From an optimization exercise on the open Yosys and OpenROAD flow, aimed at small area, a short achievable clock period and few clock cycles; shortcuts taken in it are not production practice. At most, simulation tests tie the RTL to the original design; equivalence was not proved. Only the layout flow was run in runs 1 and 4; the RTL was not checked for function there.

==> design/flow/design.v <==
package acc_drain_requant_pkg;
    localparam int ACC_WIDTH   = 32;    
    localparam int ACT_WIDTH   = 8;     
    localparam int REQ_SCALE_W = 16;    
    localparam int REQ_SHIFT_W = 5;     
    localparam int PROD_W      = ACC_WIDTH + REQ_SCALE_W;   
endpackage
import acc_drain_requant_pkg::*;
module acc_drain_requant_requant_stage (
    input  logic                 clk,
    input  logic [ACC_WIDTH-1:0] acc_i,
    input  logic                 ovf_i,
    input  logic [REQ_SCALE_W-1:0] scale_i,    
    input  logic [REQ_SHIFT_W-1:0] shift_i,    
    output logic [ACT_WIDTH-1:0] data_o,
    output logic                 sat_o
);
    localparam int W = PROD_W;
    logic [17:0]  sx;
    logic [33:0]  ax;
    logic [8:0]   b_one, b_two, b_neg;
    logic [33:0]  r [9];
    logic [W-1:0] pp [9];
    always_comb begin
        sx = {2'b00, scale_i};
        ax = {{2{acc_i[31]}}, acc_i};
        for (int j = 0; j < 9; j++) begin
            logic lo;
            lo = (j == 0) ? 1'b0 : sx[2*j-1];
            b_neg[j] = sx[2*j+1];
            b_one[j] = sx[2*j] ^ lo;
            b_two[j] = (sx[2*j+1] & ~sx[2*j] & ~lo) | (~sx[2*j+1] & sx[2*j] & lo);
            for (int i = 0; i < 34; i++) begin
                r[j][i] = ((b_one[j] & ax[i]) | (b_two[j] & ((i == 0) ? 1'b0 : ax[i-1]))) ^ b_neg[j];
            end
        end
        pp[0] = '0;
        pp[0][32:0] = r[0][32:0];
        pp[0][33] = r[0][33];
        pp[0][34] = r[0][33];
        pp[0][35] = ~r[0][33];
        for (int i = 36; i < W; i += 2) pp[0][i] = 1'b1;
        for (int j = 1; j < 9; j++) begin
            pp[j] = '0;
            for (int i = 0; i < 33; i++) if (2*j + i < W) pp[j][2*j+i] = r[j][i];
            if (2*j + 33 < W) pp[j][2*j+33] = ~r[j][33];
            pp[j][2*j-2] = b_neg[j-1];
        end
    end
    function automatic logic [2*W-1:0] csa(input logic [W-1:0] x, input logic [W-1:0] y,
                                           input logic [W-1:0] z);
        logic [W-1:0] s, c;
        s = x ^ y ^ z;
        c = ((x & y) | (x & z) | (y & z)) << 1;
        csa = {c, s};
    endfunction
    logic [W-1:0] l1 [6];
    logic [W-1:0] l2 [4];
    logic [W-1:0] l3 [3];
    logic [W-1:0] l4 [2];
    always_comb begin
        for (int g = 0; g < 3; g++) {l1[2*g+1], l1[2*g]} = csa(pp[3*g], pp[3*g+1], pp[3*g+2]);
        for (int g = 0; g < 2; g++) {l2[2*g+1], l2[2*g]} = csa(l1[3*g], l1[3*g+1], l1[3*g+2]);
        {l3[1], l3[0]} = csa(l2[0], l2[1], l2[2]);
        l3[2] = l2[3];
        {l4[1], l4[0]} = csa(l3[0], l3[1], l3[2]);
    end
    logic [W-1:0] a_s_q, a_c_q;
    logic         a_ovf_q, a_neg_q;
    always_ff @(posedge clk) begin
        a_s_q   <= l4[0];
        a_c_q   <= l4[1];
        a_ovf_q <= ovf_i;
        a_neg_q <= acc_i[ACC_WIDTH-1];
    end
    logic [W-1:0] b_p_q;
    logic         b_ovf_q, b_neg_q;
    always_ff @(posedge clk) begin
        b_p_q   <= a_s_q + a_c_q;
        b_ovf_q <= a_ovf_q;
        b_neg_q <= a_neg_q;
    end
    logic signed [W:0]   v;
    logic signed [W:0]   u;
    logic [9:0]          w;
    logic [10:0]         qq;
    logic [9:0]          q;
    logic [W-1:0]        mask;
    logic                ext_ok, in_rng, neg;
    always_comb begin
        v    = {b_p_q, 1'b0};
        u    = v >>> shift_i;
        w    = u[9:0];
        for (int j = 0; j < W; j++) mask[j] = (j >= 8) && (j - 8 >= int'(shift_i));
        neg    = b_p_q[W-1];
        ext_ok = ~|((b_p_q ^ {W{neg}}) & mask);
        qq     = {w[9], w} + 11'd1;
        q      = qq[10:1];
        in_rng = ext_ok && (q[9:7] == 3'b000 || q[9:7] == 3'b111);
        if (b_ovf_q) begin
            data_o = b_neg_q ? 8'h80 : 8'h7f;
            sat_o  = 1'b1;
        end else if (in_rng) begin
            data_o = q[7:0];
            sat_o  = 1'b0;
        end else begin
            data_o = neg ? 8'h80 : 8'h7f;
            sat_o  = 1'b1;
        end
    end
endmodule
import acc_drain_requant_pkg::*;
module acc_drain_requant (
    input  logic                   clk,
    input  logic                   rst_n,
    input  logic                   start,
    input  logic [16*ACC_WIDTH-1:0] acc_in,
    input  logic [15:0]            ovf_in,
    input  logic [REQ_SCALE_W-1:0] scale,
    input  logic [REQ_SHIFT_W-1:0] shift,
    output logic                   clear_acc,
    output logic                   busy,
    output logic                   done,
    output logic signed [ACT_WIDTH-1:0] out_data,
    output logic                   out_valid,
    input  logic                   out_ready,
    output logic                   out_last,
    output logic                   out_sat
);
    localparam int N = 16;
    logic                   busy_q, clear_q, done_q;
    logic [3:0]             head_q;
    logic [4:0]             nxt_q, want_q;
    logic                   v1_q, v2_q;
    logic [3:0]             i1_q, i2_q;
    logic [ACC_WIDTH:0]     ring_q [N];
    logic [REQ_SCALE_W-1:0] scale_q;
    logic [REQ_SHIFT_W-1:0] shift_q;
    logic accept, issue, out_free, arrive, load, drop, last_xfer;
    logic [ACT_WIDTH-1:0] res_data;
    logic                 res_sat;
    assign busy      = busy_q;
    assign clear_acc = clear_q;
    assign done      = done_q;
    assign accept    = start & ~busy_q;
    assign issue     = busy_q & ~nxt_q[4] & (head_q == nxt_q[3:0]);
    assign out_free  = ~out_valid | out_ready;
    assign arrive    = busy_q & v2_q & ({1'b0, i2_q} == want_q);
    assign load      = arrive & out_free;
    assign drop      = arrive & ~out_free;
    assign last_xfer = out_valid & out_ready & out_last;
    always_ff @(posedge clk) begin
        for (int i = 0; i < N; i++) begin
            ring_q[i] <= busy_q ? ring_q[(i + 1) % N] : {ovf_in[i], acc_in[i*ACC_WIDTH +: ACC_WIDTH]};
        end
        if (!busy_q) begin
            scale_q <= scale;
            shift_q <= shift;
        end
    end
    always_ff @(posedge clk or negedge rst_n) begin
        if (!rst_n) begin
            busy_q    <= 1'b0;
            clear_q   <= 1'b0;
            done_q    <= 1'b0;
            head_q    <= '0;
            nxt_q     <= '0;
            want_q    <= '0;
            v1_q      <= 1'b0;
            v2_q      <= 1'b0;
            out_valid <= 1'b0;
        end else begin
            clear_q <= accept;
            done_q  <= last_xfer;
            if (accept)         busy_q <= 1'b1;
            else if (last_xfer) busy_q <= 1'b0;
            head_q <= busy_q ? head_q + 4'd1 : 4'd0;
            if (!busy_q)     nxt_q <= '0;
            else if (drop)   nxt_q <= want_q;
            else if (issue)  nxt_q <= nxt_q + 5'd1;
            if (!busy_q)     want_q <= '0;
            else if (load)   want_q <= want_q + 5'd1;
            v1_q <= issue;
            v2_q <= v1_q;
            if (load)          out_valid <= 1'b1;
            else if (out_ready) out_valid <= 1'b0;
        end
    end
    always_ff @(posedge clk) begin
        i1_q <= nxt_q[3:0];
        i2_q <= i1_q;
        if (out_free) begin
            out_data <= res_data;
            out_sat  <= res_sat;
            out_last <= (i2_q == 4'd15);
        end
    end
    acc_drain_requant_requant_stage u_stage (
        .clk     (clk),
        .acc_i   (ring_q[0][ACC_WIDTH-1:0]),
        .ovf_i   (ring_q[0][ACC_WIDTH]),
        .scale_i (scale_q),
        .shift_i (shift_q),
        .data_o  (res_data),
        .sat_o   (res_sat)
    );
endmodule
==> design/flow/run.sh <==
#!/bin/bash
# synth_recipe.tcl (not shown) runs the flow's synth.tcl, then flattens the netlist and writes it again
# the make line also repeats each setting of config.mk as NAME=value (left out here)
make -C /OpenROAD-flow-scripts/flow DESIGN_CONFIG=/design/flow/config.mk WORK_HOME=/design/flow/orfs CLKGATE_MAP_FILE= SYNTH_SCRIPT=/design/flow/synth_recipe.tcl finish
==> design/flow/config.mk <==
export PLATFORM = sky130hd
export DESIGN_NAME = acc_drain_requant
export DESIGN_NICKNAME = acc_drain_requant
export VERILOG_FILES = /design/flow/design.v
export SDC_FILE = /design/flow/constraint.sdc
export NUM_CORES = 4
export LEC_CHECK = 0
export CAP_MARGIN = 20
export CORE_MARGIN = 2
export CORE_UTILIZATION = 40
export SLEW_MARGIN = 20
==> design/flow/constraint.sdc <==
create_clock -name core_clock -period 10.0 [get_ports {clk}]
set_input_delay 2.0000 -clock core_clock [delete_from_list [all_inputs] [get_ports {clk}]]
set_output_delay 2.0000 -clock core_clock [all_outputs]
set_load 0.01 [all_outputs]
==> results of run 1 <==
==> layer usage <==
metal	vias to the layer above	routed length, µm	global-route usage [%]
li1	15300	-	-
met1	15500	53500	31.0
met2	1262	63000	41.0
met3	249	10400	6.00
met4	30	4420	8.33
met5	-	181	0
==> cell usage in the layout, fill, tap and decap left out, drive strengths merged, types with 8 or more instances in the layout <==
master | synthesis | layout
mux2i | 36 | 36
dfrtp | 20 | 20
a31oi | 9 | 9
nand3 | 47 | 47
o21bai | 9 | 9
edfxtp | 31 | 31
o22ai | 192 | 192
nand2b | 46 | 46
o31ai | 25 | 25
a21oi | 292 | 292
ha | 83 | 83
buf | 110 | 74
a221oi | 106 | 106
a211oi | 15 | 15
a21o | 14 | 14
xnor2 | 57 | 57
and2 | 47 | 47
xor2 | 45 | 45
bufinv | 0 | 8
inv | 249 | 254
o21ai | 164 | 164
and3 | 12 | 12
mux2 | 550 | 550
a22oi | 97 | 97
clkdlybuf4s50 | 0 | 566
nor4 | 13 | 13
nor3 | 18 | 18
nor2 | 328 | 328
mux4 | 29 | 29
diode | 0 | 9
o211ai | 11 | 11
maj3 | 35 | 35
nand4 | 11 | 11
nand2 | 177 | 177
clkinv | 0 | 20
nor2b | 39 | 39
dfxtp | 679 | 679
o21a | 8 | 8
fa | 214 | 214
clkbuf | 300 | 117
==> stage by stage <==
stage	setup WS, ns	hold WS, ns
2_1_floorplan	6.05	0.310
3_3_place_gp	5.13	0.310
3_5_place_dp	5.10	0.312
4_1_cts	5.09	0.326
5_1_grt	4.68	0.333
6_report	4.99	0.325
==> flip-flops by register name, indices dropped and copies added (netlist names) <==
signal           count
u_stage.a_s_q       48
shift_q              5
i2_q                 4
nxt_q                5
ring_q             528
u_stage.a_ovf_q      1
want_q               5
u_stage.a_c_q       43
v1_q                 1
out_last             1
u_stage.b_neg_q      1
out_sat              1
scale_q             16
v2_q                 1
out_data             8
head_q               4
busy_q               1
clear_q              1
i1_q                 4
done_q               1
u_stage.a_neg_q      1
u_stage.b_p_q       48
u_stage.b_ovf_q      1
out_valid            1
==> kinds of logic after synthesis <==
kind of cell,count (synthesis)
fa+ha+maj,332
compound gates,978
mux,615
xor+xnor,102
simple gates,757
flops,730
buf+inv,659
==> layout make-up <==
cell class                 count  area (µm²)  area share, %
multi-input combinational   2784       23500           46.6
sequential                   730       15000           29.8
timing repair buffer         640        6250           12.4
clock buffer                 117        2480           4.92
tap                         1368        1710           3.40
inverter                     249         935           1.85
clock inverter                35         505           1.00
antenna                        9        22.5         0.0447
==> worst min-delay path by stage <==
stage                                   to  slack (ns)  cells after the start
after floorplan                    i2_q[0]        0.31                      0
after global placement             i2_q[2]        0.31                      0
after detailed placement  u_stage.b_p_q[1]        0.31                      0
after CTS                  u_stage.b_neg_q        0.33                      0
after global routing      u_stage.b_p_q[1]        0.33                      0
final                      u_stage.b_neg_q        0.33                      0
==> synthesized netlist by cell type (all sizes together), types with 11 or more instances <==
master  number  area, µm²
mux2       550       6210
nor3        18       95.1
nand2b      46        295
ha          83       1040
o22ai      192       1200
dfrtp       20        500
nor2       328       1230
fa         214       4280
o31ai       25        201
nor4        13        106
inv        249        935
a221oi     106        928
a22oi       97        728
o211ai      11       82.6
xnor2       57        499
nand3       47        235
dfxtp      679      13600
and2        47        294
edfxtp      31        931
mux2i       36        360
maj3        35        350
buf        110        500
nand2      177        664
nand4       11       68.8
xor2        45        394
a21oi      292       1460
a211oi      15        113
clkbuf     300       1130
mux4        29        679
and3        12       75.1
o21ai      164        821
a21o        14        105
nor2b       39        244
==> summary.md, run 1 <==
| Metric | Value |
|---|---|
| Slew Limit Fails | 0 |
| # placed instances | approximately 5.8k |
| Worst EP arrival | 5.54 ns |
| Hold Fails Final Rpt | 0 |
| DPL Wire Length | 94.1 mm |
| Register area share after synthesis | 36.6% |
| RSZ-0062 raised after global routing | no |
| Critical path buffer and inverter count | 4 |
| Critical path startpoint | scale_q[13] |
| Largest family of logic cells by synthesized area | multiplexers |
| Layout Nets | 5,337 |
| Crit-path cells | buf_4 > buf_4 > nand2_2 > o22ai_1 > nor2_1 > nor2_1 > a221oi_1 > fa_1 > inv_1 > fa_1 > fa_1 > inv_1 > fa_1 |
| Slowest CP cell | nand2_2 |
| Total gr overflow | 0 |
| Top cell by count, worst path | fa_1 |
| Postcts setup bufs | 0 |
| Largest net degree at the start of global routing | 202 |
| Starting Density | 40.3% |
| Post-synthesis adder-cell area fraction | between 10 and 15% |
| FF-to-FF setup slack | about 5 ns |
| Filler cells | 9,402 |
| Area share of and/or/nand/nor cells after synthesis | 8.41% |
| I/O pin count | 567 |
| Clock sinks | 730 |
| Top_reg_cell synth | dfxtp_1 |
| Delay-heaviest family, CP | adder cells |
| Post-synth ARST share | 2.74% |
| Worst setup path endpoint | u_stage.a_s_q[33] |
| Detailed Route Iter0 Violations | 2,821 |
| Drt total wl | 131 mm |
| Worst path max stage delay | 0.66 ns |
| Setup violators final | 0 |
| Layout Cells excl Fill | 5,932 |
| Mapped Cells | 4,173 |
| Post-route cell area | roughly 50,000 µm² |
| Ys Warns | 10 |
| Via density | 5.45 |
| R2R Path End | u_stage.a_s_q[33] |
| Reg-to-reg startpoint | scale_q[13] |
| Max-cap violations | 0 |
| Post-route setup TNS | 0 ns |
| Clock latency (worst-skew pair) | 0.67 ns |
| Worst-margin pin slew | 1.17 ns |
| Mapped Nets | 5,023 |
| Hold_buf cts | 0 |
| Initial antenna violation count | 35 |
| Post-synthesis compound-gate area fraction | 15.0% |
| Detailed-route DRC error count | 0 |
| H-tree levels | 3 |
| Synth unique cells | 78 |
| Clock slew at reported path FFs | 0.06 ns |
| Post-Route Utilization | between 40% and 50% |
| Clock skew | 0.0249 ns |
| Fmax | 200 MHz |
| Core Area | 102,000 µm² |
| FF-to-FF path depth | 13 |
| Overall Global Routing Usage | approximately 25% |
| Register bit total from synthesis | 730 |
| CTS root buf | clkbuf_16 |
| Fin crit share | 50.1% |
| Die area | around 110,000 µm² |
| CTS tree | done |
| Drt wl/cell | 22.2 µm |
| Critical path launch point type | register |
| Die Span X | 324 µm |
| Rows | 117 |
| GPL Wtd Cong | 0.900 |
| Share of cells above drive strength 1 | 17.9% |
| Antenna Nets Post-Route | 0 |
| Kind of critical path | register to register |
| Drt pass-1 iters | 6 |
| Post-synthesis mux area share | 17.7% |
| Worst EP required | 10.53 ns |
| Total CTS buffers | 82 |
| Outcome | complete, no violations |
| Number of global-route vias before repair | roughly 31k |
| Area growth syn-to-layout | 22.9% |
| First-pass GRT wire length | 196 mm |
| Levels on crit path | 13 |
| Worst-path maximum fanout | 56 |
| Fin crit period | around 5 ns |
| Hold Crit Start | u_stage.a_neg_q |
| DP Area | 47,400 µm² |
| Mapped Avg Cell Area | 9.83 µm² |
| Slew HR | 21.8% |
| Post-CTS Resized | 0 |
| Chip height | 324 µm |
| Cell Area, Synth | a little over 40,000 µm² |
| CTS max path bufs | 3 |
| Post-synth EDFFs | 31 |
| Xor/xnor share of the synthesized area | under 10% |
| Min-Delay Path Class | register to register |
| Vias | 32.3k |
| Port Buf Inserts | 566 |
| Crit end category | register |
==> run 2, diff against run 1 <==
--- a/design/flow/design.v
+++ b/design/flow/design.v
@@ -11,11 +11,13 @@
     input  logic [ACC_WIDTH-1:0] acc_i,
     input  logic                 ovf_i,
-    input  logic [REQ_SCALE_W-1:0] scale_i,    
+    input  logic [8:0]           b_one_i,      
+    input  logic [8:0]           b_two_i,
+    input  logic [8:0]           b_neg_i,
     input  logic [REQ_SHIFT_W-1:0] shift_i,    
+    input  logic [38:8]          mask_i,       
     output logic [ACT_WIDTH-1:0] data_o,
     output logic                 sat_o
 );
     localparam int W = PROD_W;
-    logic [17:0]  sx;
     logic [33:0]  ax;
     logic [8:0]   b_one, b_two, b_neg;
@@ -23,12 +25,9 @@
     logic [W-1:0] pp [9];
     always_comb begin
-        sx = {2'b00, scale_i};
         ax = {{2{acc_i[31]}}, acc_i};
+        b_one = b_one_i;
+        b_two = b_two_i;
+        b_neg = b_neg_i;
         for (int j = 0; j < 9; j++) begin
-            logic lo;
-            lo = (j == 0) ? 1'b0 : sx[2*j-1];
-            b_neg[j] = sx[2*j+1];
-            b_one[j] = sx[2*j] ^ lo;
-            b_two[j] = (sx[2*j+1] & ~sx[2*j] & ~lo) | (~sx[2*j+1] & sx[2*j] & lo);
             for (int i = 0; i < 34; i++) begin
                 r[j][i] = ((b_one[j] & ax[i]) | (b_two[j] & ((i == 0) ? 1'b0 : ax[i-1]))) ^ b_neg[j];
@@ -92,5 +91,7 @@
         u    = v >>> shift_i;
         w    = u[9:0];
-        for (int j = 0; j < W; j++) mask[j] = (j >= 8) && (j - 8 >= int'(shift_i));
+        mask = '0;
+        mask[38:8] = mask_i;
+        mask[W-1:39] = '1;
         neg    = b_p_q[W-1];
         ext_ok = ~|((b_p_q ^ {W{neg}}) & mask);
@@ -135,9 +136,12 @@
     logic [3:0]             i1_q, i2_q;
     logic [ACC_WIDTH:0]     ring_q [N];
-    logic [REQ_SCALE_W-1:0] scale_q;
+    logic [8:0]             b_one_q, b_two_q, b_neg_q;
     logic [REQ_SHIFT_W-1:0] shift_q;
+    logic [38:8]            mask_q;
+    logic [17:0]            sx;
     logic accept, issue, out_free, arrive, load, drop, last_xfer;
     logic [ACT_WIDTH-1:0] res_data;
     logic                 res_sat;
+    assign sx        = {2'b00, scale};
     assign busy      = busy_q;
     assign clear_acc = clear_q;
@@ -155,6 +159,12 @@
         end
         if (!busy_q) begin
-            scale_q <= scale;
+            for (int j = 0; j < 9; j++) begin
+                b_neg_q[j] <= sx[2*j+1];
+                b_one_q[j] <= sx[2*j] ^ ((j == 0) ? 1'b0 : sx[2*j-1]);
+                b_two_q[j] <= (sx[2*j+1] & ~sx[2*j] & ~((j == 0) ? 1'b0 : sx[2*j-1])) |
+                              (~sx[2*j+1] & sx[2*j] & ((j == 0) ? 1'b0 : sx[2*j-1]));
+            end
             shift_q <= shift;
+            for (int j = 8; j <= 38; j++) mask_q[j] <= (j - 8 >= int'(shift));
         end
     end
@@ -200,6 +210,9 @@
         .acc_i   (ring_q[0][ACC_WIDTH-1:0]),
         .ovf_i   (ring_q[0][ACC_WIDTH]),
-        .scale_i (scale_q),
+        .b_one_i (b_one_q),
+        .b_two_i (b_two_q),
+        .b_neg_i (b_neg_q),
         .shift_i (shift_q),
+        .mask_i  (mask_q),
         .data_o  (res_data),
         .sat_o   (res_sat)
==> design/flow/flow/run.sh (new file) <==
#!/bin/bash
# Own layout flow: the standard ORFS flow, with two changes to how the layout is made:
#  - ports are buffered with sky130_fd_sc_hd__buf_1 instead of the default port buffer cell
#  - repair_timing (post-CTS and post-global-route) aims for extra setup slack, so the
#    optimiser keeps improving the critical paths below the 10 ns clock period.
# Every make/tool output goes to logs in this folder (ORFS's own per-step logs stay under orfs/logs).
set -euo pipefail
MARGIN=$(cat flow/margin.txt 2>/dev/null || echo 6.5)
bash standard.sh "BUFFER_PORTS_ARGS=-buffer_cell sky130_fd_sc_hd__buf_1" \
    "SETUP_SLACK_MARGIN=${MARGIN}" finish > standard_make.log 2>&1
==> design/flow/flow/margin.txt (new file) <==
7.0
==> design/flow/standard.sh (new file) <==
#!/bin/bash
# synth_recipe.tcl (not shown) runs the flow's synth.tcl, then flattens the netlist and writes it again
# the make line also repeats each setting of config.mk as NAME=value (left out here)
make -C /OpenROAD-flow-scripts/flow DESIGN_CONFIG=/design/flow/config.mk WORK_HOME=/design/flow/orfs CLKGATE_MAP_FILE= SYNTH_SCRIPT=/design/flow/synth_recipe.tcl "${@:-finish}"
removed: design/flow/run.sh
==> run 2 against run 1 <==
Net effect:
- area after synthesis down 6.2%
- wire length down 4.0%
- sequential share of layout area up 4.1 points
- critical path type unchanged
==> summary.md, run 2 <==
| Metric | Value |
|---|---|
| Synth top area share | 35.4% (+2.2 points) |
| GPL Wtd Cong | 0.902 (+0.24%) |
| Overall Global Routing Usage | 25.1% (+0.56 points) |
| DP Area | 42,100 µm² (-11%) |
| Fin crit share | 35.5% (-15 points) |
| Die Span X | 314 µm (-3.1%) |
| Critical path launch point type | register |
| Register area share after synthesis | 42.1% (+5.5 points) |
| Chip height | 314 µm (-3.1%) |
| Top_reg_cell synth | dfxtp_1 |
| First-pass GRT wire length | 184 mm (-6.2%) |
| Detailed Route Iter0 Violations | 2,061 (-27%) |
| Share of cells above drive strength 1 | 32.7% (+15 points) |
| Outcome | complete, no violations |
| DPL Wire Length | 88.7 mm (-5.7%) |
| Hold Fails Final Rpt | 0 (unchanged) |
| Biggest regs | ring_q: 528 flops, u_stage.a_s_q: 48 flops, u_stage.b_p_q: 48 flops |
| Fin crit period | 3.55 ns (-1.46 ns) |
| Post-synth top area cell | dfxtp_1 |
| Port Buf Inserts | 566 (unchanged) |
| Fmax | 282 MHz (+41%) |
| Starting Density | 40.4% (+0.10 points) |
| Ys Warns | 10 (unchanged) |
| Mapped Cells | 3,254 (-22%) |
| Kind of critical path | register to register |
| Worst EP arrival | 3.94 ns (-1.60 ns) |
| Max-cap violations | 0 (unchanged) |
| Synth top area cells | dfxtp_1 35%, mux2_2 16%, fa_1 11% |
| Hold WS | 0.326 ns (+0.000263 ns) |
| Total gr overflow | 0 (unchanged) |
| Critical path buffer and inverter count | 2 (-2) |
| Min-Delay Path Class | register to register |
| Most frequent standard cell in the layout excluding fill and tap cells | dfxtp_1 |
| Detailed-route DRC error count | 0 (unchanged) |
| Register bit total from synthesis | 769 (+5.3%) |
| Post-synth EDFFs | 70 (+130%) |
| Die area | 98,600 µm² (-6.2%) |
| Post-route cell area | 47,900 µm² (-4.9%) |
| Hold_buf cts | 0 (unchanged) |
| RSZ-0062 raised after global routing | yes |
| Vias | 27.3k (-16%) |
| Clock skew | 0.0325 ns (+0.00757 ns) |
| Total CTS buffers | 84 (+2.4%) |
| Synth top cells by count | 679 x dfxtp_1, 540 x mux2_2, 260 x a22oi_1 |
| Setup violators final | 0 (unchanged) |
| CTS max path bufs | 3 (unchanged) |
| Clock slew at reported path FFs | 0.06 ns (about the same) |
| Slew HR | 28.1% (+6.2 points) |
| Cell Area, Synth | 38,500 µm² (-6.2%) |
| Crit end category | register |
| Slew Limit Fails | 0 (unchanged) |
| Crit-path cells | buf_6 > buf_12 > mux4_2 > mux4_2 > nand2_2 > o311ai_4 > ha_2 > o2111ai_4 > o311ai_4 > a31oi_4 > a31oi_4 > or3b_4 > o21a_1 |
| Post-synth ARST share | 2.60% (-0.14 points) |
| Mapped Nets | 4,104 (-18%) |
| Commonest cells after routing, fill and taps aside | 660 x dfxtp_1, 554 x buf_1, 539 x mux2_2 |
| Mapped Avg Cell Area | 11.8 µm² (+20%) |
| Area growth syn-to-layout | 24.6% |
| Via density | 5.29 (-2.9%) |
| Post-route setup TNS | 0 ns (unchanged) |
| Slowest CP cell | mux4_2 |
| Worst-path maximum fanout | 5 (-91%) |
| Worst path max stage delay | 0.54 ns (-0.12 ns) |
| Synth unique cells | 73 (-6.4%) |
| Rows | 113 (-3.4%) |
| Clock sinks | 769 (+5.3%) |
| Clock latency (worst-skew pair) | 0.67 ns (about the same) |
| Filler cells | 8,505 (-9.5%) |
| Delay-heaviest family, CP | multiplexers |
| Drt wl/cell | 24.5 µm (+10%) |
| Worst-margin pin slew | 1.08 ns (-0.0933 ns) |
| Biggest register | ring_q |
| H-tree levels | 3 (unchanged) |
| Top-count cell post-synth | dfxtp_1 |
| Largest net degree at the start of global routing | 86 (-57%) |
| CTS root buf | clkbuf_16 |
| CTS tree | done |
| Drt total wl | 126 mm (-4.0%) |
| Drt pass-1 iters | 5 (-1) |
| Number of global-route vias before repair | 28.0k (-10%) |
| Core Area | 95,200 µm² (-6.5%) |
| Antenna Nets Post-Route | 0 (unchanged) |
| Layout Nets | 4,662 (-13%) |
| Initial antenna violation count | 25 (-29%) |
| Largest register FFs | 528 (unchanged) |
| Worst EP required | 10.40 ns (-0.13 ns) |
| FF/Latch Area | 16,300 µm² (+8.3%) |
| Area of the multi-input gates | 22,100 µm² (-5.9%) |
| I/O pin count | 567 (unchanged) |
[run 2: metal layers]
layer / part of all wire (%) / global-route usage [%] / routed length (µm)
met3: 7.5 / 5.58 / 9500
met4: 4.3 / 10.5 / 5440
met2: 49 / 42.8 / 61900
met5: 0.072 / 0 / 91
met1: 39 / 30.6 / 49300
[run 2: kinds of logic after synthesis]
group	count (synthesis)	synth area share, %
flip-flops	769	42.1
multiplexers	596	18.6
AO/OA/AOI/OAI	492	9.08
buffers and inverters	479	4.83
XOR/XNOR	346	7.88
adder cells (fa/ha/maj)	301	13.9
AND/OR/NAND/NOR	271	3.50
[run 2: repair_timing]
action | in CTS | in global routing
setup buffers | 82 | 12
gates cloned | 16 | 0
gates resized for setup | 323 | 124
pin swaps | 165 | 92
hold endpoints to repair | 0 | 0
endpoints found under the setup margin | 187 | 193
[run 2: final timing paths]
kind | slack, ns | startpoint | depth (start not counted) | to
setup reg to reg | 6.45 | shift_q[0] | 13 | out_data[7]
max in group asynchronous | 8.47 | rst_n | 2 | busy_q
min in group asynchronous | 1.29 | rst_n | 2 | v1_q
hold reg to reg | 0.33 | u_stage.a_s_q[1] | 0 | u_stage.b_p_q[1]
hold / removal | 0.33 | u_stage.a_s_q[1] | 0 | u_stage.b_p_q[1]
setup / recovery | 6.45 | shift_q[0] | 13 | out_data[7]
[run 2: layout make-up]
cell class	instances	share of cell area (%)
multi-input combinational	2007	46.0
sequential	769	33.9
timing repair buffer	723	8.93
clock buffer	115	5.07
tap	1265	3.30
inverter	227	1.79
clock inverter	37	0.835
antenna	14	0.0731
[run 2: worst reg2reg max path: stages, from the launching register on]
cell       delay, ns
edfxtp_1        0.41
buf_6           0.14
buf_12          0.11
mux4_2          0.54
mux4_2          0.52
nand2_2         0.12
o311ai_4        0.09
ha_2            0.24
o2111ai_4       0.11
o311ai_4        0.13
a31oi_4         0.21
a31oi_4         0.05
or3b_4          0.42
o21a_1          0.19
[run 2: stage by stage]
step	cells	setup WS [ns]	utilization, %
after global placement	4880	6.04	44.3
final	5157	6.45	50.4
after detailed placement	4881	5.97	44.3
after CTS	5131	6.49	49.7
after floorplan	3254	6.65	-
after global routing	5148	6.36	50.3
Testbench counts of run 2, summed over its fixed seeds: cycles 20,488.
==> run 3, diff against run 2 <==
==> design/flow/flow/margin.txt (replaced) <==
6.5
==> run 3 against run 2 <==
Net effect:
- area after synthesis did not move
- hold slack got worse by 0.0022 ns
- register-to-register slack improved by 0.04 ns
- non-clock buffer count fell by 75
- critical path depth rose by 1
- global-route usage fell by 0.76 points
- design area fell by 5.9%
- still clean on timing, DRC and antenna
==> summary.md, run 3 <==
| Metric | Value |
|---|---|
| Clock sinks | 769 (unchanged) |
| Post-synth top area cell | dfxtp_1 |
| Share of cells above drive strength 1 | 22.5% (-10 points) |
| Port Buf Inserts | 566 (unchanged) |
| Largest net degree at the start of global routing | 189 (+120%) |
| Ys Warns | 10 (unchanged) |
| Overall Global Routing Usage | 24.4% (-0.76 points) |
| Die Span X | 314 µm (unchanged) |
| Area growth syn-to-layout | 17.2% |
| Synth top area share | 35.4% (unchanged) |
| Register bit total from synthesis | 769 (unchanged) |
| Biggest register | ring_q |
| Slew HR | 28.5% (+0.44 points) |
| Mapped Nets | 4,104 (unchanged) |
| Core Area | 95,200 µm² (unchanged) |
| Mapped Avg Cell Area | 11.8 µm² (unchanged) |
| Die area | 98,600 µm² (unchanged) |
| Synth top cells by count | 679 x dfxtp_1, 540 x mux2_2, 260 x a22oi_1 |
| H-tree levels | 3 (unchanged) |
| Register area share after synthesis | 42.1% (unchanged) |
| R2R Path End | out_data[4] |
| Worst setup path endpoint | out_data[4] |
| Number of global-route vias before repair | 27.4k (-2.4%) |
| Synth top area cells | dfxtp_1 35%, mux2_2 16%, fa_1 11% |
| Synth unique cells | 73 (unchanged) |
| GPL Wtd Cong | 0.917 (+1.6%) |
| Detailed-route DRC error count | 0 (unchanged) |
| Post-route cell area | 45,100 µm² (-5.9%) |
| CTS root buf | clkbuf_16 |
| Hold Fails Final Rpt | 0 (unchanged) |
| First-pass GRT wire length | 179 mm (-2.6%) |
| Critical path startpoint | shift_q[0] |
| Top_reg_cell synth | dfxtp_1 |
| Drt total wl | 122 mm (-3.0%) |
| Mapped Cells | 3,254 (unchanged) |
| Drt wl/cell | 24.1 µm (-1.4%) |
| Rows | 113 (unchanged) |
| Top-count cell post-synth | dfxtp_1 |
| Setup violators final | 0 (unchanged) |
| Commonest cells after routing, fill and taps aside | 652 x dfxtp_1, 566 x buf_1, 539 x mux2_2 |
| Detailed Route Iter0 Violations | 2,173 (+5.4%) |
| Clock slew at reported path FFs | 0.06 ns (about the same) |
| Biggest regs | ring_q: 528 flops, u_stage.a_s_q: 48 flops, u_stage.b_p_q: 48 flops |
| Clock skew | 0.0257 ns (-0.00674 ns) |
| Total gr overflow | 0 (unchanged) |
| Hold_buf cts | 0 (unchanged) |
| Fin crit share | 35.0% (-0.45 points) |
| CTS tree | done |
| Chip height | 314 µm (unchanged) |
| Hold WS | 0.323 ns (-0.00225 ns) |
| DPL Wire Length | 89.2 mm (+0.55%) |
| Kind of critical path | register to register |
| Vias | 26.6k (-2.7%) |
| Most frequent standard cell in the layout excluding fill and tap cells | dfxtp_1 |
| Critical path launch point type | register |
| Layout Nets | 4,586 (-1.6%) |
| Filler cells | 8,738 (+2.7%) |
| Max-cap violations | 0 (unchanged) |
| FF-to-FF path depth | 14 (+1) |
| Slew Limit Fails | 0 (unchanged) |
| Outcome | complete, no violations |
| RSZ-0062 raised after global routing | yes |
| Fin crit period | 3.50 ns (-0.0447 ns) |
| Post-route setup TNS | 0 ns (unchanged) |
| Largest register FFs | 528 (unchanged) |
| Worst EP arrival | 3.88 ns (-0.06 ns) |
| Worst-path maximum fanout | 7 (+2) |
| Via density | 5.24 (-1.1%) |
| Clock latency (worst-skew pair) | 0.66 ns (about the same) |
| Post-synth EDFFs | 70 (unchanged) |
| Min-Delay Path Class | register to register |
| FF-to-FF setup slack | 6.50 ns (+0.04 ns) |
| Drt pass-1 iters | 6 (+1) |
| Post-synth ARST share | 2.60% (unchanged) |
| I/O pin count | 567 (unchanged) |
| CTS max path bufs | 3 (unchanged) |
| Fmax | 285 MHz (+1.3%) |
| Initial antenna violation count | 23 (-8.0%) |
| Total CTS buffers | 83 (-1.2%) |
| Crit end category | register |
| Reg-to-reg startpoint | shift_q[0] |
| Antenna Nets Post-Route | 0 (unchanged) |
| Worst EP required | 10.38 ns (-0.02 ns) |
| DP Area | 41,500 µm² (-1.6%) |
| Worst-margin pin slew | 1.07 ns (-0.00655 ns) |
| Starting Density | 40.4% (unchanged) |
| Cell Area, Synth | 38,500 µm² (unchanged) |
[run 3: cell counts after synthesis]
No cell type changed its count.
[run 3: area by class of cell]
type                            instances  area, µm²  share of cell area (%)
Multi-Input combinational cell       2007      20600                    45.8
Clock buffer                          122       2480                    5.49
Timing Repair Buffer                  648       2930                    6.51
Sequential cell                       769      16200                    36.0
Antenna cell                            7       17.5                  0.0389
Inverter                              227        856                    1.90
Tap cell                             1265       1580                    3.51
Clock inverter                         27        355                   0.788
[run 3: cell families after synthesis]
| group | Yosys count | share of synthesized area (%) |
|---|---|---|
| buffers and inverters | 479 | 4.83 |
| flip-flops | 769 | 42.1 |
| AO/OA/AOI/OAI | 492 | 9.08 |
| multiplexers | 596 | 18.6 |
| XOR/XNOR | 346 | 7.88 |
| AND/OR/NAND/NOR | 271 | 3.50 |
| adder cells (fa/ha/maj) | 301 | 13.9 |
[run 3: what timing repair did]
item | in CTS | in global routing
cloned | 3 | 1
endpoints found under the setup margin | 81 | 26
pin swaps | 11 | 14
buffers inserted | 28 | 13
resized for setup | 57 | 59
[run 3: worst min path at each step]
stage	from	to	slack, ns	cells past startpoint
floorplan	i1_q[0]	i2_q[0]	0.31	0
global route	i1_q[1]	i2_q[1]	0.32	0
global placement	i1_q[0]	i2_q[0]	0.31	0
CTS	i1_q[1]	i2_q[1]	0.32	0
detailed placement	u_stage.a_s_q[2]	u_stage.b_p_q[2]	0.31	0
finish	i1_q[1]	i2_q[1]	0.32	0
[run 3: per-stage QoR]
stage	worst slack, ns	std cells	util, %
2_1_floorplan	6.50	3254	-
3_3_place_gp	5.97	4871	43.6
3_5_place_dp	5.86	4871	43.6
6_report	6.50	5072	47.4
5_1_grt	6.40	5068	47.4
4_1_cts	6.44	5051	47.0
[run 3: critical path: stages (launching register included)]
cell and delay, ns:
edfxtp_1 0.40, buf_6 0.12, buf_12 0.12, buf_4 0.11, mux4_1 0.60, mux2_2 0.33
nor3_4 0.16, nor3_4 0.07, buf_4 0.14, and3b_1 0.23, a2111o_1 0.45, a31oi_4 0.20
buf_6 0.11, or3b_4 0.13, o21ai_1 0.07
[run 3: layer usage]
metal	vias to the layer above	GRT usage (%)	part of all wire [%]
met3	242	5.99	7.4
met4	18	8.87	3.6
met5	-	0	0.091
met2	1136	40.8	49
li1	12200	-	-
met1	13000	30.5	40
==> run 4, diff against run 3 <==
--- a/design/flow/design.v
+++ b/design/flow/design.v
@@ -14,5 +14,6 @@
     input  logic [8:0]           b_two_i,
     input  logic [8:0]           b_neg_i,
-    input  logic [REQ_SHIFT_W-1:0] shift_i,    
+    input  logic [3:0]           sh_hi_i,      
+    input  logic [7:0]           sh_lo_i,      
     input  logic [38:8]          mask_i,       
     output logic [ACT_WIDTH-1:0] data_o,
@@ -57,5 +58,4 @@
     logic [W-1:0] l2 [4];
     logic [W-1:0] l3 [3];
-    logic [W-1:0] l4 [2];
     always_comb begin
         for (int g = 0; g < 3; g++) {l1[2*g+1], l1[2*g]} = csa(pp[3*g], pp[3*g+1], pp[3*g+2]);
@@ -63,23 +63,43 @@
         {l3[1], l3[0]} = csa(l2[0], l2[1], l2[2]);
         l3[2] = l2[3];
-        {l4[1], l4[0]} = csa(l3[0], l3[1], l3[2]);
-    end
-    logic [W-1:0] a_s_q, a_c_q;
+    end
+    logic [W-1:0] a_r_q [3];
     logic         a_ovf_q, a_neg_q;
     always_ff @(posedge clk) begin
-        a_s_q   <= l4[0];
-        a_c_q   <= l4[1];
+        for (int k = 0; k < 3; k++) a_r_q[k] <= l3[k];
         a_ovf_q <= ovf_i;
         a_neg_q <= acc_i[ACC_WIDTH-1];
     end
+    logic [W-1:0] l4 [2];
     logic [W-1:0] b_p_q;
     logic         b_ovf_q, b_neg_q;
-    always_ff @(posedge clk) begin
-        b_p_q   <= a_s_q + a_c_q;
+    logic [W-1:0] pg_g [7];
+    logic [W-1:0] pg_p [7];
+    logic [W-1:0] sum_b;
+    always_comb begin
+        {l4[1], l4[0]} = csa(a_r_q[0], a_r_q[1], a_r_q[2]);
+        pg_g[0] = l4[0] & l4[1];
+        pg_p[0] = l4[0] ^ l4[1];
+        for (int lv = 0; lv < 6; lv++) begin
+            for (int i = 0; i < W; i++) begin
+                if ((i >> lv) & 1) begin
+                    pg_g[lv+1][i] = pg_g[lv][i] | (pg_p[lv][i] & pg_g[lv][((i >> lv) << lv) - 1]);
+                    pg_p[lv+1][i] = pg_p[lv][i] & pg_p[lv][((i >> lv) << lv) - 1];
+                end else begin
+                    pg_g[lv+1][i] = pg_g[lv][i];
+                    pg_p[lv+1][i] = pg_p[lv][i];
+                end
+            end
+        end
+        sum_b[0] = pg_p[0][0];
+        for (int i = 1; i < W; i++) sum_b[i] = pg_p[0][i] ^ pg_g[6][i-1];
+    end
+    always_ff @(posedge clk) begin
+        b_p_q   <= sum_b;
         b_ovf_q <= a_ovf_q;
         b_neg_q <= a_neg_q;
     end
-    logic signed [W:0]   v;
-    logic signed [W:0]   u;
+    logic [W:0]          v;
+    logic [16:0]         y;
     logic [9:0]          w;
     logic [10:0]         qq;
@@ -88,7 +108,12 @@
     logic                ext_ok, in_rng, neg;
     always_comb begin
-        v    = {b_p_q, 1'b0};
-        u    = v >>> shift_i;
-        w    = u[9:0];
+        v = {b_p_q, 1'b0};
+        for (int j = 0; j < 17; j++) begin
+            y[j] = (sh_hi_i[0] & v[j]) | (sh_hi_i[1] & v[j+8]) |
+                   (sh_hi_i[2] & v[j+16]) | (sh_hi_i[3] & v[j+24]);
+        end
+        for (int i = 0; i < 10; i++) begin
+            w[i] = |(sh_lo_i & y[i +: 8]);
+        end
         mask = '0;
         mask[38:8] = mask_i;
@@ -139,4 +164,7 @@
     logic [REQ_SHIFT_W-1:0] shift_q;
     logic [38:8]            mask_q;
+    logic [3:0]             sh_hi_q;
+    logic [7:0]             sh_lo_q;
+    logic                   ld_q;
     logic [17:0]            sx;
     logic accept, issue, out_free, arrive, load, drop, last_xfer;
@@ -156,5 +184,5 @@
     always_ff @(posedge clk) begin
         for (int i = 0; i < N; i++) begin
-            ring_q[i] <= busy_q ? ring_q[(i + 1) % N] : {ovf_in[i], acc_in[i*ACC_WIDTH +: ACC_WIDTH]};
+            ring_q[i] <= ld_q ? {ovf_in[i], acc_in[i*ACC_WIDTH +: ACC_WIDTH]} : ring_q[(i + 1) % N];
         end
         if (!busy_q) begin
@@ -166,10 +194,13 @@
             end
             shift_q <= shift;
-            for (int j = 8; j <= 38; j++) mask_q[j] <= (j - 8 >= int'(shift));
-        end
+        end
+        for (int j = 8; j <= 38; j++) mask_q[j] <= (j - 8 >= int'(shift_q));
+        for (int j = 0; j < 4; j++) sh_hi_q[j] <= (shift_q[4:3] == 2'(j));
+        for (int j = 0; j < 8; j++) sh_lo_q[j] <= (shift_q[2:0] == 3'(j));
     end
     always_ff @(posedge clk or negedge rst_n) begin
         if (!rst_n) begin
             busy_q    <= 1'b0;
+            ld_q      <= 1'b1;
             clear_q   <= 1'b0;
             done_q    <= 1'b0;
@@ -183,6 +214,11 @@
             clear_q <= accept;
             done_q  <= last_xfer;
-            if (accept)         busy_q <= 1'b1;
-            else if (last_xfer) busy_q <= 1'b0;
+            if (accept) begin
+                busy_q <= 1'b1;
+                ld_q   <= 1'b0;
+            end else if (last_xfer) begin
+                busy_q <= 1'b0;
+                ld_q   <= 1'b1;
+            end
             head_q <= busy_q ? head_q + 4'd1 : 4'd0;
             if (!busy_q)     nxt_q <= '0;
@@ -213,5 +249,6 @@
         .b_two_i (b_two_q),
         .b_neg_i (b_neg_q),
-        .shift_i (shift_q),
+        .sh_hi_i (sh_hi_q),
+        .sh_lo_i (sh_lo_q),
         .mask_i  (mask_q),
         .data_o  (res_data),
==> design/flow/flow/run.sh (replaced) <==
#!/bin/bash
# Own layout flow: the standard ORFS flow (standard.sh), with these changes to how the
# layout is made:
#  - ports are buffered with sky130_fd_sc_hd__buf_1 instead of the default port buffer cell
#  - repair_timing (post-CTS and post-global-route) aims for extra setup slack (flow/margin.txt),
#    so the optimiser keeps improving the critical paths below the 10 ns clock period
#  - optional clock-tree-synthesis arguments (flow/cts_args.txt)
# Make's full output goes to standard_make.log here; ORFS's per-step logs stay under orfs/logs.
set -euo pipefail
MARGIN=$(cat flow/margin.txt 2>/dev/null || echo 6.5)
ARGS=("BUFFER_PORTS_ARGS=-buffer_cell sky130_fd_sc_hd__buf_1" "SETUP_SLACK_MARGIN=${MARGIN}")
if [[ -s flow/cts_args.txt ]]; then
  ARGS+=("CTS_ARGS=$(cat flow/cts_args.txt)")
fi
bash standard.sh "${ARGS[@]}" finish > standard_make.log 2>&1
==> design/flow/flow/margin.txt (replaced) <==
7.0
==> run 4 against run 3 <==
Net effect:
- still clean
- clock skew rose by 0.0066 ns
- flip-flop and latch count grew 49
- sequential share of layout area up 1.7 points
- synthesized cell count down 1.8%
- via count fell by 3.5%
- global-route usage down 1.3 points
- cell count shrank 0.95%
- highest routed layer unchanged
==> summary.md, run 4 <==
| Metric | Value |
|---|---|
| FF-to-FF setup slack | 6.95 ns (+0.45 ns) |
| RSZ-0062 raised after global routing | yes |
| Initial antenna violation count | 30 (+30%) |
| Fin crit share | 32.8% (-2.2 points) |
| GPL Wtd Cong | 0.884 (-3.5%) |
| Drt wl/cell | 23.0 µm (-4.8%) |
| Critical path launch point type | register |
| Overall Global Routing Usage | 23.1% (-1.3 points) |
| WHS Path Cells | 0 (unchanged) |
| CTS tree | done |
| Via density | 5.11 (-2.5%) |
| Die area | 97,500 µm² (-1.2%) |
| First-pass GRT wire length | 170 mm (-5.2%) |
| Post-synthesis mux area share | 16.1% (-2.6 points) |
| Largest net degree at the start of global routing | 203 (+7.4%) |
| Hold_buf cts | 0 (unchanged) |
| Synth top area cells | dfxtp_1 40%, mux2_2 16%, fa_1 12% |
| Slowest CP cell | edfxtp_1 |
| Largest family of logic cells by synthesized area | multiplexers |
| Number of global-route vias before repair | 26.5k (-3.3%) |
| Worst EP required | 8.00 ns (-2.38 ns) |
| Max-cap violations | 0 (unchanged) |
| Port Buf Inserts | 566 (unchanged) |
| Drt pass-1 iters | 7 (+1) |
| Crit-path cells | buf_1 |
| Post-synth EDFFs | 39 (-44%) |
| DP Area | 41,000 µm² (-0.99%) |
| Ys Warns | 13 (+3) |
| Top-count cell post-synth | dfxtp_1 |
| Filler cells | 8,700 (-0.43%) |
| Post-synthesis adder-cell area fraction | 14.5% (+0.59 points) |
| Post-route cell area | 45,000 µm² (-0.23%) |
| Area share of and/or/nand/nor cells after synthesis | 3.48% (-0.027 points) |
| Worst-margin pin slew | 1.05 ns (-0.0272 ns) |
| Clock skew | 0.0323 ns (+0.00662 ns) |
| CTS max path bufs | 3 (unchanged) |
| Synth top area share | 39.9% (+4.6 points) |
| Antenna Nets Post-Route | 0 (unchanged) |
| Rows | 113 (unchanged) |
| Critical path buffer and inverter count | 1 (-4) |
| Worst path max stage delay | 0.46 ns (-0.14 ns) |
| Layout Nets | 4,540 (-1.0%) |
| Clock slew at reported path FFs | 0.06 ns (about the same) |
| Post-synth top area cell | dfxtp_1 |
| R2R Path End | u_stage.b_p_q[33] |
| Total CTS buffers | 87 (+4.8%) |
| Share of cells above drive strength 1 | 23.9% (+1.4 points) |
| Commonest cells after routing, fill and taps aside | 712 x dfxtp_1, 554 x buf_1, 531 x mux2_2 |
| Die Span X | 312 µm (-0.59%) |
| Worst EP arrival | 1.28 ns (-2.60 ns) |
| Kind of critical path | register to output port |
| Setup violators final | 0 (unchanged) |
| Vias | 25.7k (-3.5%) |
| Most frequent standard cell in the layout excluding fill and tap cells | dfxtp_1 |
| FF-to-FF path depth | 13 (-1) |
| Hold Path End | i2_q[1] |
| Mapped Avg Cell Area | 11.9 µm² (+0.59%) |
| Min-Delay Path Class | register to register |
| Crit end category | output port |
| Reg-to-reg startpoint | u_stage.a_r_q[2][13] |
| Slew HR | 28.3% (-0.18 points) |
| H-tree levels | 3 (unchanged) |
| Outcome | complete, no violations |
| DPL Wire Length | 85.6 mm (-4.0%) |
| Largest register FFs | 528 (unchanged) |
| Hold Fails Final Rpt | 0 (unchanged) |
| I/O pin count | 567 (unchanged) |
| Register bit total from synthesis | 818 (+6.4%) |
| Biggest register | ring_q |
| Top_reg_cell synth | dfxtp_1 |
| Post-route setup TNS | 0 ns (unchanged) |
| Slew Limit Fails | 0 (unchanged) |
| CTS root buf | clkbuf_16 |
| Detailed Route Iter0 Violations | 2,019 (-7.1%) |
| Fin crit period | 3.28 ns (-0.222 ns) |
| Clock latency (worst-skew pair) | 0.66 ns (about the same) |
| Chip height | 312 µm (-0.59%) |
| Worst-path maximum fanout | 2 (-5) |
| Synth unique cells | 66 (-9.6%) |
| Post-synth ARST share | 2.57% (-0.034 points) |
| Detailed-route DRC error count | 0 (unchanged) |
| Mapped Nets | 4,056 (-1.2%) |
| Mapped Cells | 3,196 (-1.8%) |
| Synth top cells by count | 758 x dfxtp_1, 538 x mux2_2, 319 x a22oi_1 |
| Hold Crit Start | i1_q[1] |
| Clock sinks | 818 (+6.4%) |
| Fmax | 305 MHz (+6.8%) |
| Cell Area, Synth | 38,000 µm² (-1.2%) |
| Delay-heaviest family, CP | flip-flops |
| Core Area | 94,600 µm² (-0.59%) |
| Xor/xnor share of the synthesized area | 7.54% (-0.34 points) |
| Drt total wl | 116 mm (-5.7%) |
| Post-synthesis compound-gate area fraction | 9.06% (-0.015 points) |
| Area growth syn-to-layout | 18.4% |
| Register area share after synthesis | 44.4% (+2.3 points) |
| Biggest regs | ring_q: 528 flops, u_stage.a_r_q: 127 flops, u_stage.b_p_q: 48 flops |
| Total gr overflow | 0 (unchanged) |
| Starting Density | 40.2% (-0.25 points) |
run 4: how the worst max path moves through the flow:
| stage | endpoint | from | cells past startpoint |
|---|---|---|---|
| after floorplan | u_stage.b_p_q[33] | u_stage.a_r_q[2][13] | 13 |
| after global placement | u_stage.b_p_q[44] | u_stage.a_r_q[2][13] | 12 |
| after detailed placement | u_stage.b_p_q[44] | u_stage.a_r_q[2][13] | 12 |
| after CTS | out_last | out_last | 1 |
| after global routing | out_last | out_last | 1 |
| final | out_last | out_last | 1 |
run 4: cells by family (layout without fill, tap and decap cells):
kind of cell	Yosys count	after routing
flip-flops	818	818
multiplexers	542	542
buffers and inverters	484	1036
AO/OA/AOI/OAI	473	473
XOR/XNOR	327	327
adder cells (fa/ha/maj)	307	307
AND/OR/NAND/NOR	245	245
other	0	11
run 4: final cells by class:
class	instances	area, µm²	share of cell area (%)
flip-flops and latches	818	17000	37.7
well taps	1265	1580	3.52
repair buffers	639	2890	6.42
multi-input cells	1894	19700	43.8
diodes	11	27.5	0.0612
inverters	240	901	2.00
clock buffers	123	2480	5.52
clock inverters	34	452	1.00
run 4: what timing repair did:
item | CTS | global route
pin swaps | 17 | 47
setup buffers | 12 | 23
hold endpoints to repair | 0 | 0
setup endpoints to repair | 125 | 267
gates resized for setup | 80 | 127
gates cloned | 0 | 1
run 4: routing by layer:
layer | track usage, % | vias to the layer above | wire length (µm)
met5 | 0 | - | 159
met4 | 8.52 | 26 | 3730
met3 | 5.04 | 236 | 7680
met2 | 39.3 | 951 | 56700
met1 | 28.7 | 12600 | 47300
li1 | - | 11900 | -
run 4: per-stage QoR:
step / util, % / cells / hold slack, ns / setup slack (ns)
after floorplan: - / 3196 / 0.310 / 6.97
after global placement: 43.4 / 4820 / 0.311 / 6.38
after detailed placement: 43.4 / 4820 / 0.312 / 6.35
after CTS: 46.9 / 4989 / 0.325 / 6.67
after global routing: 47.5 / 5021 / 0.336 / 6.68
final: 47.6 / 5024 / 0.325 / 6.72
==> run 5, diff against run 4 <==
--- a/design/flow/design.v
+++ b/design/flow/design.v
@@ -16,5 +16,5 @@
     input  logic [3:0]           sh_hi_i,      
     input  logic [7:0]           sh_lo_i,      
-    input  logic [38:8]          mask_i,       
+    input  logic [REQ_SHIFT_W-1:0] shift_i,    
     output logic [ACT_WIDTH-1:0] data_o,
     output logic                 sat_o
@@ -116,7 +116,5 @@
             w[i] = |(sh_lo_i & y[i +: 8]);
         end
-        mask = '0;
-        mask[38:8] = mask_i;
-        mask[W-1:39] = '1;
+        for (int j = 0; j < W; j++) mask[j] = (j >= 8) && (j - 8 >= int'(shift_i));
         neg    = b_p_q[W-1];
         ext_ok = ~|((b_p_q ^ {W{neg}}) & mask);
@@ -163,8 +161,8 @@
     logic [8:0]             b_one_q, b_two_q, b_neg_q;
     logic [REQ_SHIFT_W-1:0] shift_q;
-    logic [38:8]            mask_q;
     logic [3:0]             sh_hi_q;
     logic [7:0]             sh_lo_q;
     logic                   ld_q;
+    logic                   ov_n_q;      
     logic [17:0]            sx;
     logic accept, issue, out_free, arrive, load, drop, last_xfer;
@@ -177,9 +175,9 @@
     assign accept    = start & ~busy_q;
     assign issue     = busy_q & ~nxt_q[4] & (head_q == nxt_q[3:0]);
-    assign out_free  = ~out_valid | out_ready;
+    assign out_free  = ov_n_q | out_ready;
     assign arrive    = busy_q & v2_q & ({1'b0, i2_q} == want_q);
     assign load      = arrive & out_free;
     assign drop      = arrive & ~out_free;
-    assign last_xfer = out_valid & out_ready & out_last;
+    assign last_xfer = ~ov_n_q & out_ready & want_q[4];
     always_ff @(posedge clk) begin
         for (int i = 0; i < N; i++) begin
@@ -195,5 +193,4 @@
             shift_q <= shift;
         end
-        for (int j = 8; j <= 38; j++) mask_q[j] <= (j - 8 >= int'(shift_q));
         for (int j = 0; j < 4; j++) sh_hi_q[j] <= (shift_q[4:3] == 2'(j));
         for (int j = 0; j < 8; j++) sh_lo_q[j] <= (shift_q[2:0] == 3'(j));
@@ -211,4 +208,5 @@
             v2_q      <= 1'b0;
             out_valid <= 1'b0;
+            ov_n_q    <= 1'b1;
         end else begin
             clear_q <= accept;
@@ -229,6 +227,11 @@
             v1_q <= issue;
             v2_q <= v1_q;
-            if (load)          out_valid <= 1'b1;
-            else if (out_ready) out_valid <= 1'b0;
+            if (load) begin
+                out_valid <= 1'b1;
+                ov_n_q    <= 1'b0;
+            end else if (out_ready) begin
+                out_valid <= 1'b0;
+                ov_n_q    <= 1'b1;
+            end
         end
     end
@@ -251,5 +254,5 @@
         .sh_hi_i (sh_hi_q),
         .sh_lo_i (sh_lo_q),
-        .mask_i  (mask_q),
+        .shift_i (shift_q),
         .data_o  (res_data),
         .sat_o   (res_sat)
==> run 5 against run 4 <==
Net effect:
- critical path depth unchanged
- area after synthesis decreased by 1.6%
- wire length decreased by 1.3%
- highest routed layer unchanged
- sequential share of layout area decreased by 0.69 points
- design area decreased by 1.7%
- still clean
- critical endpoint is now busy
- maximum frequency increased by 3.0%
==> summary.md, run 5 <==
| Metric | Value |
|---|---|
| Synth top area share | 38.9% (-1.0 points) |
| Largest net degree at the start of global routing | 92 (-55%) |
| Most frequent standard cell in the layout excluding fill and tap cells | dfxtp_1 |
| Worst-margin pin slew | 0.989 ns (-0.0565 ns) |
| Core Area | 93,000 µm² (-1.6%) |
| Outcome | complete, no violations |
| Post-route setup TNS | 0 ns (unchanged) |
| Setup violators final | 0 (unchanged) |
| Synth top cells by count | 727 x dfxtp_1, 531 x mux2_2, 272 x a22oi_1 |
| DPL Wire Length | 83.1 mm (-2.9%) |
| Post-synth top area cell | dfxtp_1 |
| Hold Fails Final Rpt | 0 (unchanged) |
| Detailed-route DRC error count | 0 (unchanged) |
| Fin crit period | 3.18 ns (-0.0970 ns) |
| CTS root buf | clkbuf_16 |
| FF-to-FF setup slack | 6.98 ns (+0.03 ns) |
| Crit end category | output port |
| Worst path max stage delay | 0.43 ns (-0.03 ns) |
| Rows | 112 (-0.88%) |
| Starting Density | 40.2% (about the same) |
| Via density | 5.12 (+0.31%) |
| Worst EP required | 8.00 ns (about the same) |
| RSZ-0062 raised after global routing | yes |
| Post-synth EDFFs | 39 (unchanged) |
| Clock skew | 0.0339 ns (+0.00150 ns) |
| Biggest regs | ring_q: 528 flops, u_stage.a_r_q: 127 flops, u_stage.b_p_q: 48 flops |
| Post-synth ARST share | 2.79% (+0.22 points) |
| Initial antenna violation count | 18 (-40%) |
| Commonest cells after routing, fill and taps aside | 691 x dfxtp_1, 553 x buf_1, 531 x mux2_2 |
| Mapped Avg Cell Area | 11.9 µm² (about the same) |
| Cell Area, Synth | 37,400 µm² (-1.6%) |
| Detailed Route Iter0 Violations | 2,072 (+2.6%) |
| Die Span X | 310 µm (-0.77%) |
| Top-count cell post-synth | dfxtp_1 |
| GPL Wtd Cong | 0.868 (-1.9%) |
| Fin crit share | 31.8% (-0.97 points) |
| Register area share after synthesis | 43.5% (-0.89 points) |
| Worst-path maximum fanout | 2 (unchanged) |
| Total gr overflow | 0 (unchanged) |
| Layout Nets | 4,482 (-1.3%) |
| First-pass GRT wire length | 167 mm (-1.8%) |
| Port Buf Inserts | 566 (unchanged) |
| CTS max path bufs | 3 (unchanged) |
| Filler cells | 8,634 (-0.76%) |
| Hold_buf cts | 0 (unchanged) |
| H-tree levels | 3 (unchanged) |
| Worst EP arrival | 1.18 ns (-0.10 ns) |
| Top_reg_cell synth | dfxtp_1 |
| Register bit total from synthesis | 788 (-3.7%) |
| Total CTS buffers | 84 (-3.4%) |
| Antenna Nets Post-Route | 0 (unchanged) |
| Area growth syn-to-layout | 18.2% |
| Slew HR | 34.0% (+5.7 points) |
| Share of cells above drive strength 1 | 23.3% (-0.59 points) |
| Slew Limit Fails | 0 (unchanged) |
| Kind of critical path | register to output port |
| Die area | 96,000 µm² (-1.5%) |
| Largest register FFs | 528 (unchanged) |
| Clock latency (worst-skew pair) | 0.66 ns (about the same) |
| Vias | 25.3k (-1.2%) |
| Synth top area cells | dfxtp_1 39%, mux2_2 16%, fa_1 12% |
| FF/Latch Area | 16,400 µm² (-3.5%) |
| Fmax | 314 MHz (+3.0%) |
| Drt pass-1 iters | 6 (-1) |
| Slowest CP cell | dfrtp_2 |
| Biggest register | ring_q |
| Clock sinks | 788 (-3.7%) |
| Clock slew at reported path FFs | 0.06 ns (about the same) |
| Mapped Cells | 3,145 (-1.6%) |
| Area of the multi-input gates | 19,800 µm² (+0.77%) |
| I/O pin count | 567 (unchanged) |
| Drt wl/cell | 23.1 µm (+0.25%) |
| Synth unique cells | 70 (+6.1%) |
| Delay-heaviest family, CP | flip-flops |
| CTS tree | done |
| Critical path launch point type | register |
| Ys Warns | 13 (unchanged) |
| Crit-path cells | buf_6 |
| Chip height | 310 µm (-0.77%) |
| Critical path buffer and inverter count | 1 (unchanged) |
| Min-Delay Path Class | register to register |
| Drt total wl | 114 mm (-1.3%) |
| Max-cap violations | 0 (unchanged) |
| Mapped Nets | 4,005 (-1.3%) |
| Number of global-route vias before repair | 25.9k (-2.4%) |
| Overall Global Routing Usage | 23.4% (+0.27 points) |
## run 5: cell count changes in the layout (fill, tap and decap cells not counted), moves of 8 or more
| cell | delta |
|---|---|
| inv_1 | -28 |
| a22oi_2 | -15 |
| o22ai_1 | -8 |
| o21ai_0 | +18 |
| a21boi_0 | -10 |
| nand3_1 | -9 |
| a22o_1 | +23 |
| dfxtp_2 | -18 |
| dfxtp_4 | +8 |
| a22oi_1 | -34 |
| dfxtp_1 | -21 |
## run 5: logic make-up (layout without fill, tap and decap cells)
kind of cell | Yosys count | in the layout | share of synthesized area [%]
adder cells (fa/ha/maj) | 307 | 307 | 14.8
multiplexers | 542 | 542 | 16.4
AND/OR/NAND/NOR | 228 | 228 | 3.31
XOR/XNOR | 337 | 337 | 7.89
AO/OA/AOI/OAI | 490 | 491 | 9.47
flip-flops | 788 | 788 | 43.5
buffers and inverters | 453 | 996 | 4.66
other | 0 | 5 | 0
## run 5: path summary, 6_finish.rpt
check,from,to,cells after the start
setup / recovery,busy_q,busy,1
max in group asynchronous,rst_n,ov_n_q,2
setup reg to reg,u_stage.a_r_q[2][21],u_stage.b_p_q[47],11
hold / removal,u_stage.a_r_q[0][2],u_stage.b_p_q[2],0
hold reg to reg,u_stage.a_r_q[0][2],u_stage.b_p_q[2],0
min in group asynchronous,rst_n,head_q[2],2
## run 5: metal layers
metal  share of wire (%)  GRT usage [%]
met5               0.039              0
met2                  50           40.2
met4                 3.7           8.76
met3                 7.6           5.81
met1                  39           28.1
## run 5: stage by stage
stage | utilization (%) | instance area [µm²] | hold slack (ns) | setup slack, ns | instances
global placement | 43.4 | 40400 | 0.310 | 6.55 | 4757
detailed placement | 43.4 | 40400 | 0.312 | 6.55 | 4757
CTS | 47.0 | 43700 | 0.325 | 6.76 | 4927
finish | 47.5 | 44200 | 0.324 | 6.82 | 4948
global route | 47.5 | 44200 | 0.331 | 6.76 | 4945
floorplan | - | 37400 | 0.310 | 6.99 | 3145
## run 5: cell type report
| cell class | count | area share, % |
|---|---|---|
| tap | 1254 | 3.55 |
| multi-input combinational | 1905 | 44.9 |
| timing repair buffer | 632 | 6.43 |
| clock buffer | 127 | 5.74 |
| sequential | 788 | 37.0 |
| inverter | 211 | 1.79 |
| antenna | 5 | 0.0283 |
| clock inverter | 26 | 0.588 |
## run 5: what timing repair did
| action | in CTS | in global routing |
|---|---|---|
| pin swaps | 16 | 26 |
| gates resized for setup | 83 | 96 |
| setup buffers | 15 | 15 |
| gates cloned | 2 | 1 |
| setup endpoints to repair | 365 | 244 |
Testbench counts of run 5, summed over its fixed seeds: cycles 20,488.

what the ideal ports hide:
The results above use ideal ports. As a check the final layouts listed here were re-extracted and re-timed, cells and wires unchanged.
Step 1, drivers: a clkbuf_16 drives clk and a buf_2 each remaining input, both assumed.
Step 2 also shifts input and output timing later by t, the mid clock arrival at the registers, as if the neighbouring blocks saw the same clock.
Three values: no drivers, after step 1, after step 2; two values: the first two.
run | t (ns) | setup slack, ns | worst hold slack (ns) | cell pins on the clock port's net
run 1 | 0.732 | 4.991 / 4.991 / 4.991 | 0.325 / 0.325 / 0.325 | 1
run 2 | 0.726 | 6.452 / 6.452 / 6.452 | 0.326 / 0.326 / 0.326 | 1
run 3 | 0.722 | 6.497 / 6.497 / 6.393 | 0.323 / 0.323 / 0.323 | 1
run 4 | 0.716 | 6.719 / 6.650 / 6.767 | 0.325 / 0.325 / 0.325 | 1
run 5 | 0.706 | 6.817 / 6.750 / 6.748 | 0.324 / 0.324 / 0.324 | 1
After both steps every run listed still meets setup and hold. The setup slack of run 3, which loses most, moves by 0.000 ns with the drivers and by -0.104 ns with both steps.
